From an optimization exercise on the open Yosys and OpenROAD flow, aimed at small area and a short achievable clock period; shortcuts taken in it are not production practice. Only simulation tests tie the RTL to the original design; equivalence was not proved. Power and IR drop assume default switching activity.

==> design.v <==
package rf_pkg;
  localparam int unsigned RfWidth = 32;
  localparam int unsigned RfDepth = 32;
  localparam int unsigned RfAw    = $clog2(RfDepth);
  typedef logic [RfAw-1:0]    rf_addr_t;
  typedef logic [RfWidth-1:0] rf_word_t;
endpackage
module rf_wbit (
  input  logic s1,
  input  logic s0,
  input  logic sq,
  input  logic d1,
  input  logic d0,
  input  logic w,
  output logic v,
  output logic wd
);
  assign v  = ~w;
  assign wd = ~((s1 & d1) | (s0 & d0) | (sq & v));
endmodule
module rf_predec (
  input  logic       en,
  input  logic [4:0] a,
  output logic [3:0] npa,
  output logic [7:0] npb
);
  always_comb begin
    for (int j = 0; j < 4; j++) npa[j] = !(en && (a[1:0] == 2'(j)));
    for (int j = 0; j < 8; j++) npb[j] = !(a[4:2] == 3'(j));
  end
endmodule
module rf_wsel (
  input  logic npa0, npb0, npa1, npb1,
  output logic s1, s0, sq
);
  logic we0, we1;
  assign we0 = !(npa0 || npb0);
  assign we1 = !(npa1 || npb1);
  assign s1  = we1;
  assign s0  = we0 && !we1;
  assign sq  = !we0 && !we1;
endmodule
module rf_nor2 (
  input  logic a, b,
  output logic y
);
  assign y = ~(a | b);
endmodule
module rf_aoi222 (
  input  logic a1, a2, b1, b2, c1, c2,
  output logic y
);
  assign y = ~((a1 & a2) | (b1 & b2) | (c1 & c2));
endmodule
module rf_nand4 (
  input  logic a, b, c, d,
  output logic y
);
  assign y = ~(a & b & c & d);
endmodule
module rf_nand3 (
  input  logic a, b, c,
  output logic y
);
  assign y = ~(a & b & c);
endmodule
module rf_nand2 (
  input  logic a, b,
  output logic y
);
  assign y = ~(a & b);
endmodule
module rf_rdtail (
  input  logic p1, p2, p3, h, nb,
  output logic y
);
  assign y = ~((h | ~(p1 | p2 | p3)) & nb);
endmodule
module rf_or3 (
  input  logic a, b, c,
  output logic y
);
  assign y = a | b | c;
endmodule
module rf_o31ai (
  input  logic a1, a2, a3, b1,
  output logic y
);
  assign y = ~((a1 | a2 | a3) & b1);
endmodule
module rf_andor31 (
  input  logic [30:0] s,
  input  logic [30:0] d,
  output logic        y
);
  logic [10:0] n;
  logic [2:0]  p;
  for (genvar g = 0; g < 10; g++) begin : g_a
    rf_aoi222 u_a (.a1(s[3*g]), .a2(d[3*g]), .b1(s[3*g+1]), .b2(d[3*g+1]),
                   .c1(s[3*g+2]), .c2(d[3*g+2]), .y(n[g]));
  end
  rf_nand2 u_n10 (.a(s[30]), .b(d[30]), .y(n[10]));
  rf_nand4 u_p0 (.a(n[0]), .b(n[1]), .c(n[2]), .d(n[3]), .y(p[0]));
  rf_nand4 u_p1 (.a(n[4]), .b(n[5]), .c(n[6]), .d(n[7]), .y(p[1]));
  rf_nand3 u_p2 (.a(n[8]), .b(n[9]), .c(n[10]), .y(p[2]));
  rf_or3   u_o  (.a(p[0]), .b(p[1]), .c(p[2]), .y(y));
endmodule
module rf_rdbit (
  input  logic [29:0] sel,
  input  logic [29:0] q,
  input  logic        h,
  input  logic        sb1,
  input  logic        d1,
  input  logic        sb0,
  input  logic        d0,
  input  logic        s31,
  input  logic        q31,
  output logic        y
);
  logic [9:0] n;
  logic [2:0] p;
  logic       nb;
  for (genvar g = 0; g < 10; g++) begin : g_a
    rf_aoi222 u_a (.a1(sel[3*g]), .a2(q[3*g]), .b1(sel[3*g+1]), .b2(q[3*g+1]),
                   .c1(sel[3*g+2]), .c2(q[3*g+2]), .y(n[g]));
  end
  rf_aoi222 u_b (.a1(sb1), .a2(d1), .b1(sb0), .b2(d0), .c1(s31), .c2(q31), .y(nb));
  rf_nand4 u_p0 (.a(n[0]), .b(n[1]), .c(n[2]), .d(n[3]), .y(p[0]));
  rf_nand4 u_p1 (.a(n[4]), .b(n[5]), .c(n[6]), .d(n[7]), .y(p[1]));
  rf_nand2 u_p2 (.a(n[8]), .b(n[9]), .y(p[2]));
  rf_rdtail u_y (.p1(p[0]), .p2(p[1]), .p3(p[2]), .h(h), .nb(nb), .y(y));
endmodule
module rf_multiport (
  input  logic        clk,
  input  logic        rst_n,
  input  logic [9:0]  rs,
  output logic [63:0] data,
  output logic [1:0]  busy,
  input  logic [1:0]  RegWen,
  input  logic [9:0]  rsW,
  input  logic [63:0] dataW,
  input  logic        rsv_en,
  input  logic [4:0]  rsv_addr,
  output logic [5:0]  pend_cnt,
  output logic        wr_conflict
);
  logic [31:0] regsN [32];    
  logic [31:0] regsD [32];    
  logic [31:0] regsV [32];    
  logic [31:1] validQ;
  logic [31:1] pendQ, setMask;
  logic [5:0]  cntQ;
  logic [31:1] sel1, sel0, selq;
  logic [3:0]  npa0, npa1, npar;
  logic [7:0]  npb0, npb1, npbr;
  logic        wrConflictQ;
  logic        c0, c1, inc, p0, p1, ps;
  rf_predec u_pd0 (.en(RegWen[0]), .a(rsW[4:0]), .npa(npa0), .npb(npb0));
  rf_predec u_pd1 (.en(RegWen[1]), .a(rsW[9:5]), .npa(npa1), .npb(npb1));
  rf_predec u_pdr (.en(rsv_en), .a(rsv_addr), .npa(npar), .npb(npbr));
  for (genvar k = 1; k < 32; k++) begin : g_s
    rf_wsel u_ws (
      .npa0(npa0[k%4]), .npb0(npb0[k/4]), .npa1(npa1[k%4]), .npb1(npb1[k/4]),
      .s1(sel1[k]), .s0(sel0[k]), .sq(selq[k])
    );
    rf_nor2 u_set (.a(npar[k%4]), .b(npbr[k/4]), .y(setMask[k]));
  end
  for (genvar k = 1; k < 32; k++) begin : g_w
    for (genvar b = 0; b < 32; b++) begin : g_b
      rf_wbit u_wb (
        .s1(sel1[k]), .s0(sel0[k]), .sq(selq[k]),
        .d1(dataW[32+b]), .d0(dataW[b]), .w(regsN[k][b]), .v(regsV[k][b]),
        .wd(regsD[k][b])
      );
    end
  end
  always_ff @(posedge clk) begin
    for (int k = 1; k < 32; k++) regsN[k] <= regsD[k];
  end
  rf_andor31 u_c0  (.s(sel0), .d(pendQ), .y(p0));
  rf_andor31 u_c1  (.s(sel1), .d(pendQ), .y(p1));
  rf_andor31 u_inc (.s(setMask), .d(pendQ), .y(ps));
  assign c0  = p0 && !(rsv_en && (rsv_addr == rsW[4:0]));
  assign c1  = p1 && !(rsv_en && (rsv_addr == rsW[9:5]));
  assign inc = rsv_en && (rsv_addr != 5'd0) && !ps;
  always_ff @(posedge clk or negedge rst_n) begin
    if (!rst_n) begin
      validQ      <= '0;
      pendQ       <= '0;
      cntQ        <= '0;
      wrConflictQ <= 1'b0;
    end else begin
      validQ      <= validQ | ~selq;
      pendQ       <= (pendQ & selq) | setMask;
      cntQ        <= cntQ + 6'(inc) - 6'(c0) - 6'(c1);
      wrConflictQ <= RegWen[0] && RegWen[1] && (rsW[4:0] == rsW[9:5]);
    end
  end
  for (genvar i = 0; i < 2; i++) begin : g_r
    logic [4:0]  a;
    logic [3:0]  npa;
    logic [7:0]  npb;
    logic        nz, h0, h1, rh, nh, sb1, sb0, s31, pend;
    logic [31:1] dec, sel;
    assign a  = rs[5*i +: 5];
    assign nz = (a != 5'd0);
    assign h0 = RegWen[0] && (rsW[4:0] == a);
    assign h1 = RegWen[1] && (rsW[9:5] == a);
    assign rh = rsv_en && (rsv_addr == a);
    assign nh  = !(h0 || h1);
    assign sb1 = nz && h1;
    assign sb0 = nz && h0 && !h1;
    rf_predec u_pd (.en(1'b1), .a(a), .npa(npa), .npb(npb));
    for (genvar k = 1; k < 32; k++) begin : g_d
      rf_nor2 u_dec (.a(npa[k%4]), .b(npb[k/4]), .y(dec[k]));
      assign sel[k] = dec[k] && validQ[k];
    end
    assign s31 = sel[31] && nh;
    rf_andor31 u_pend (.s(dec), .d(pendQ), .y(pend));
    assign busy[i] = pend && (nh || rh);
    for (genvar b = 0; b < 32; b++) begin : g_b
      logic [29:0] q;
      always_comb begin
        for (int k = 1; k < 31; k++) q[k-1] = regsV[k][b];
      end
      rf_rdbit u_rb (
        .sel(sel[30:1]), .q(q), .h(!nh),
        .sb1(sb1), .d1(dataW[32+b]), .sb0(sb0), .d0(dataW[b]),
        .s31(s31), .q31(regsV[31][b]), .y(data[32*i+b])
      );
    end
  end
  assign pend_cnt    = cntQ;
  assign wr_conflict = wrConflictQ;
endmodule
==> flow/run.sh <==
#!/bin/bash
# Standard layout, with plain buffers (not delay cells) on the ports.
set -euo pipefail
export BUFFER_PORTS_ARGS="-buffer_cell sky130_fd_sc_hd__buf_2"
bash standard.sh > standard.log 2>&1
==> standard.sh <==
#!/bin/bash
# synth_recipe.tcl (not shown) runs the flow's synth.tcl, then flattens the netlist and writes it again
# the make line also repeats each setting of config.mk as NAME=value (left out here)
make -C /OpenROAD-flow-scripts/flow DESIGN_CONFIG=/design/flow/config.mk WORK_HOME=/design/flow/orfs CLKGATE_MAP_FILE= SYNTH_SCRIPT=/design/flow/synth_recipe.tcl "${@:-finish}"
==> config.mk <==
export PLATFORM = sky130hd
export DESIGN_NAME = rf_multiport
export DESIGN_NICKNAME = rf_multiport
export VERILOG_FILES = /design/flow/design.v
export SDC_FILE = /design/flow/constraint.sdc
export NUM_CORES = 8
export LEC_CHECK = 0
export CAP_MARGIN = 20
export CORE_MARGIN = 2
export CORE_UTILIZATION = 40
export SLEW_MARGIN = 20
export SYNTH_HIERARCHICAL = 1
==> constraint.sdc <==
create_clock -name core_clock -period 25.0 [get_ports {clk}]
set_input_delay 5.0000 -clock core_clock [delete_from_list [all_inputs] [get_ports {clk}]]
set_output_delay 5.0000 -clock core_clock [all_outputs]
set_load 0.01 [all_outputs]
==> results.tsv <==
stage	metric	value	unit
cts	clockBufferDepth	3	
worst_setup_path	reg2reg_slack	20880	ps
routing	drt_iter0_drc	20800	
pwr	powerDensity	90.5	nW/um^2
cts	htreeDepth	3	
synthesis	async_flop_share	6.50	%
cts	root_buffer	clkbuf_16	
cts	post-cts-setup-buffers	0	
job	cap_violations	0	
cts	worstSkewPairLatency	750	ps
cts	cts_buffers	117	
layout	synthToLayoutAreaGrowth	18.2	%
worst_setup_path	critPathMaxFanout	32	
floorplanning	rows	126	
routing	vias_per_cell	8.22	
worst_setup_path	cp-endpoint	data[48]	
worst_setup_path	reg2regPathDepth	13	
layout	drive_above_1_share	12.9	%
timing	setup_viol	0	
worst_setup_path	crit_top_cell	buf_2	
grt	track_usage	41.0	%
timing	slew_headroom	15.0	%
synthesis	yosysWarnings	12	
timing	skew	26.6	ps
routing	wirelength	266	mm
worst_setup_path	critPathSlowestCell	and2_2	
worst_setup_path	slowest_delay	990	ps
cts	cts_hold_buf	0	
timing	fin_crit_sh	54.1	%
synthesis	yosysSeqAreaShare	45.2	%
layout	final_common_cell	a222oi_1	
worst_setup_path	path_class	input port to primary output	
pwr	total_power	5.11	mW
grt	grt_pass1_wl	368	mm
floorplanning	initial_core_util	40.4	%
worst_setup_path	cp.arrival	8530	ps
synthesis	syn_area	47800	um^2
timing	rsz0062_at_grt	false	
floorplanning	die_w	350	um
floorplanning	core	118000	um^2
worst_setup_path	endpoint_kind	primary output	
worst_setup_path	cp_top_family	simple AND/OR/NAND/NOR gates	
floorplanning	die_h	350	um
layout	final_nets	5205	
outcome	status	timing/DRC/antenna clean	
grt	grt_max_degree	70	
timing	fmax	0.0739	GHz
routing	drt-pass1-iter-count	27	
synthesis	synth_cells	4658	
placement	place.port_buffers	166	
worst_setup_path	reg2reg_to	cntQ[5]$_DFF_PN0_	
placement	place_congestion	0.972	
hold_path	hold_path_class	register to register	
grt	overflow	0	
worst_setup_path	cp.depth	9	
synthesis	synth-edff-count	0	
timing	worst_slew_pin_slew	1280	ps
timing	min_period	13530	ps
cts	cts_resized	0	
synthesis	syn_avg_cell_area	10.3	um^2
floorplanning	die_area	122000	um^2
worst_setup_path	required	20000	ps
worst_setup_path	path_cells	buf_2, nand3b_1, nor2_1, and2_2, a222oi_1, nand4_1, nor3_1, o21ai_1, buf_2	
pwr	ir_worst_vdd	0.0632	mV
cts	path_clk_slew	60	ps
timing	finalHoldViolCount	0	
cts	cts_tree	built	
routing	wire_per_inst	39.5	um
synthesis	ys.flop_type	dfxtp_1	
worst_setup_path	critPathLaunchType	input port	
cts	cts.sinks	1061	
synthesis	ys_ff_latch	1061	
routing	via_count	55300	
timing	setup_tns	0	ps
routing	remaining_drc_errors	0	
worst_setup_path	worstReg2RegStart	pendQ[10]$_DFF_PN0_	
routing	ant_nets	0	
timing	maxSlewViolCount	0	
grt	antenna_found_initial	9	
synthesis	yosysUniqueCellTypes	33	
layout	layout_common_cells	1746 x a222oi_1, 1002 x inv_1, 992 x dfxtp_1, 166 x buf_2, 152 x buf_4	
grt	grt_pass1_vias	51400	
placement	dp_hpwl	146	mm
worst_setup_path	cp_num_buf_inv	2	
floorplanning	io_pins	167	
worst_setup_path	startpoint	rs[6]	
pwr	leakagePower	26.9	nW
## cells by family after synthesis
| group | Yosys count | synth area share, % |
|---|---|---|
| flip-flops | 1061 | 45.2 |
| AO/OA/AOI/OAI | 1849 | 37.8 |
| XOR/XNOR | 49 | 0.898 |
| other | 1 | 0.00785 |
| adder cells (fa/ha/maj) | 8 | 0.241 |
| buffers and inverters | 1009 | 7.92 |
| AND/OR/NAND/NOR | 681 | 7.93 |
## layer usage
layer | vias to the layer above | part of all wire, % | wire length (um) | track usage (%)
met3 | 1097 | 19 | 50700 | 18.7
met1 | 26700 | 34 | 90700 | 51.3
met2 | 5950 | 38 | 102000 | 55.0
met5 | - | 0.10 | 268 | 0.589
li1 | 21600 | - | - | -
met4 | 6 | 8.5 | 22700 | 29.7
## cells in the mapped netlist, types with 2 or more instances
cell type / instances / area [um^2]
a222oi_1: 1746 / 17500
inv_1: 1004 / 3770
dfxtp_1: 992 / 19900
nor2_1: 161 / 604
nand4_1: 139 / 870
dfrtp_1: 69 / 1730
nand2_1: 69 / 259
nor3_1: 64 / 320
o21ai_1: 64 / 320
and2_1: 60 / 375
a21o_1: 33 / 248
xor2_1: 33 / 289
nand2b_1: 31 / 194
nor2_2: 31 / 194
nor3_2: 31 / 310
nand3b_1: 25 / 188
nand3_1: 20 / 100
or3b_1: 20 / 175
xnor2_1: 16 / 140
or3_1: 10 / 62.6
nor4_1: 8 / 50.1
ha_1: 6 / 75.1
and3_1: 4 / 25.0
clkbuf_1: 4 / 15.0
nor3b_1: 3 / 22.5
or4_1: 3 / 22.5
a21oi_1: 2 / 10.0
a31oi_1: 2 / 12.5
and2_4: 2 / 17.5
fa_1: 2 / 40.0
o21a_1: 2 / 15.0
## modules after synthesis, one instance, submodules excluded, a selection
module / area, um^2 / cells / times used / flops+latches
rf_multiport: 23200 / 1298 / 1 / 1061
rf_nand3: 5.00 / 1 / 5 / 0
rf_nor2: 3.75 / 1 / 93 / 0
rf_wbit: 13.8 / 2 / 992 / 0
rf_predec: 88.8 / 12 / 5 / 0
rf_or3: 6.26 / 1 / 5 / 0
rf_nand2: 3.75 / 1 / 69 / 0
rf_nand4: 6.26 / 1 / 138 / 0
rf_aoi222: 10.0 / 1 / 754 / 0
rf_wsel: 23.8 / 4 / 31 / 0
rf_rdtail: 10.0 / 2 / 64 / 0
## sequential cells by signal, indices dropped and copies added (netlist names)
register,flops
validQ,31
regsN,992
wrConflictQ,1
pendQ,31
cntQ,6
## power by group
part	internal (mW)	switching, mW
logic	0.361	0.687
clock network	1.06	0.757
registers	2.12	0.129
total	3.54	1.57
## how the worst min path moves through the flow
stage / start / endpoint / slack, ps / cells after the start
finish: validQ[20]$_DFF_PN0_ / validQ[20]$_DFF_PN0_ / 480 / 1
global route: validQ[20]$_DFF_PN0_ / validQ[20]$_DFF_PN0_ / 490 / 1
CTS: validQ[20]$_DFF_PN0_ / validQ[20]$_DFF_PN0_ / 480 / 1
detailed placement: validQ[30]$_DFF_PN0_ / validQ[30]$_DFF_PN0_ / 460 / 1
global placement: validQ[30]$_DFF_PN0_ / validQ[30]$_DFF_PN0_ / 460 / 1
floorplan: validQ[10]$_DFF_PN0_ / validQ[10]$_DFF_PN0_ / 440 / 1
## stage by stage
| step | setup WS [ps] | cell area (um^2) | std cells | hold slack [ps] | util [%] |
|---|---|---|---|---|---|
| finish | 11470 | 56500 | 6736 | 480 | 47.8 |
| global route | 11590 | 56500 | 6734 | 487 | 47.8 |
| floorplan | 12260 | 47800 | 4665 | 440 | - |
| global placement | 11960 | 52400 | 6514 | 458 | 44.3 |
| detailed placement | 11940 | 52400 | 6516 | 462 | 44.3 |
| CTS | 11940 | 56400 | 6730 | 478 | 47.7 |
## area by class of cell
type | instances | area (um^2)
well taps | 1536 | 1920
clock buffers | 184 | 3580
inverters | 1004 | 3770
fillers | 11200 | 61700
multi-input cells | 2595 | 23100
diodes | 2 | 5.00
clock inverters | 30 | 404
flip-flops and latches | 1061 | 21600
repair buffers | 324 | 2110

==> afterwards: timing with drivers on the ports <==
Ports are ideal in the flow. The routed layout listed here was re-timed in OpenROAD.
Step 1: set_driving_cell puts a clkbuf_16 on clk and a buf_2 on each other input, an assumption about the parent block.
Step 2 moves the port delays by t, midway between the first and last clock arrival at a register: inputs arrive t later, outputs are due t later. That takes back most of the time a late clock gives input paths.
a / b / c = ideal ports / drivers / drivers and shift; a / b = the first two.
t (ns): 0.809
slack for setup (ns): 11.475 / 11.456 / 11.456
worst hold slack (ns): 0.480 / 0.480 / 0.480
clock arrival spread, ns: 0.038 / 0.038
cell pins on the clock port's net: 1
After both steps setup and hold are still met in this run. The setup slack of this run moves by -0.019 ns with the drivers and by -0.019 ns with both steps.
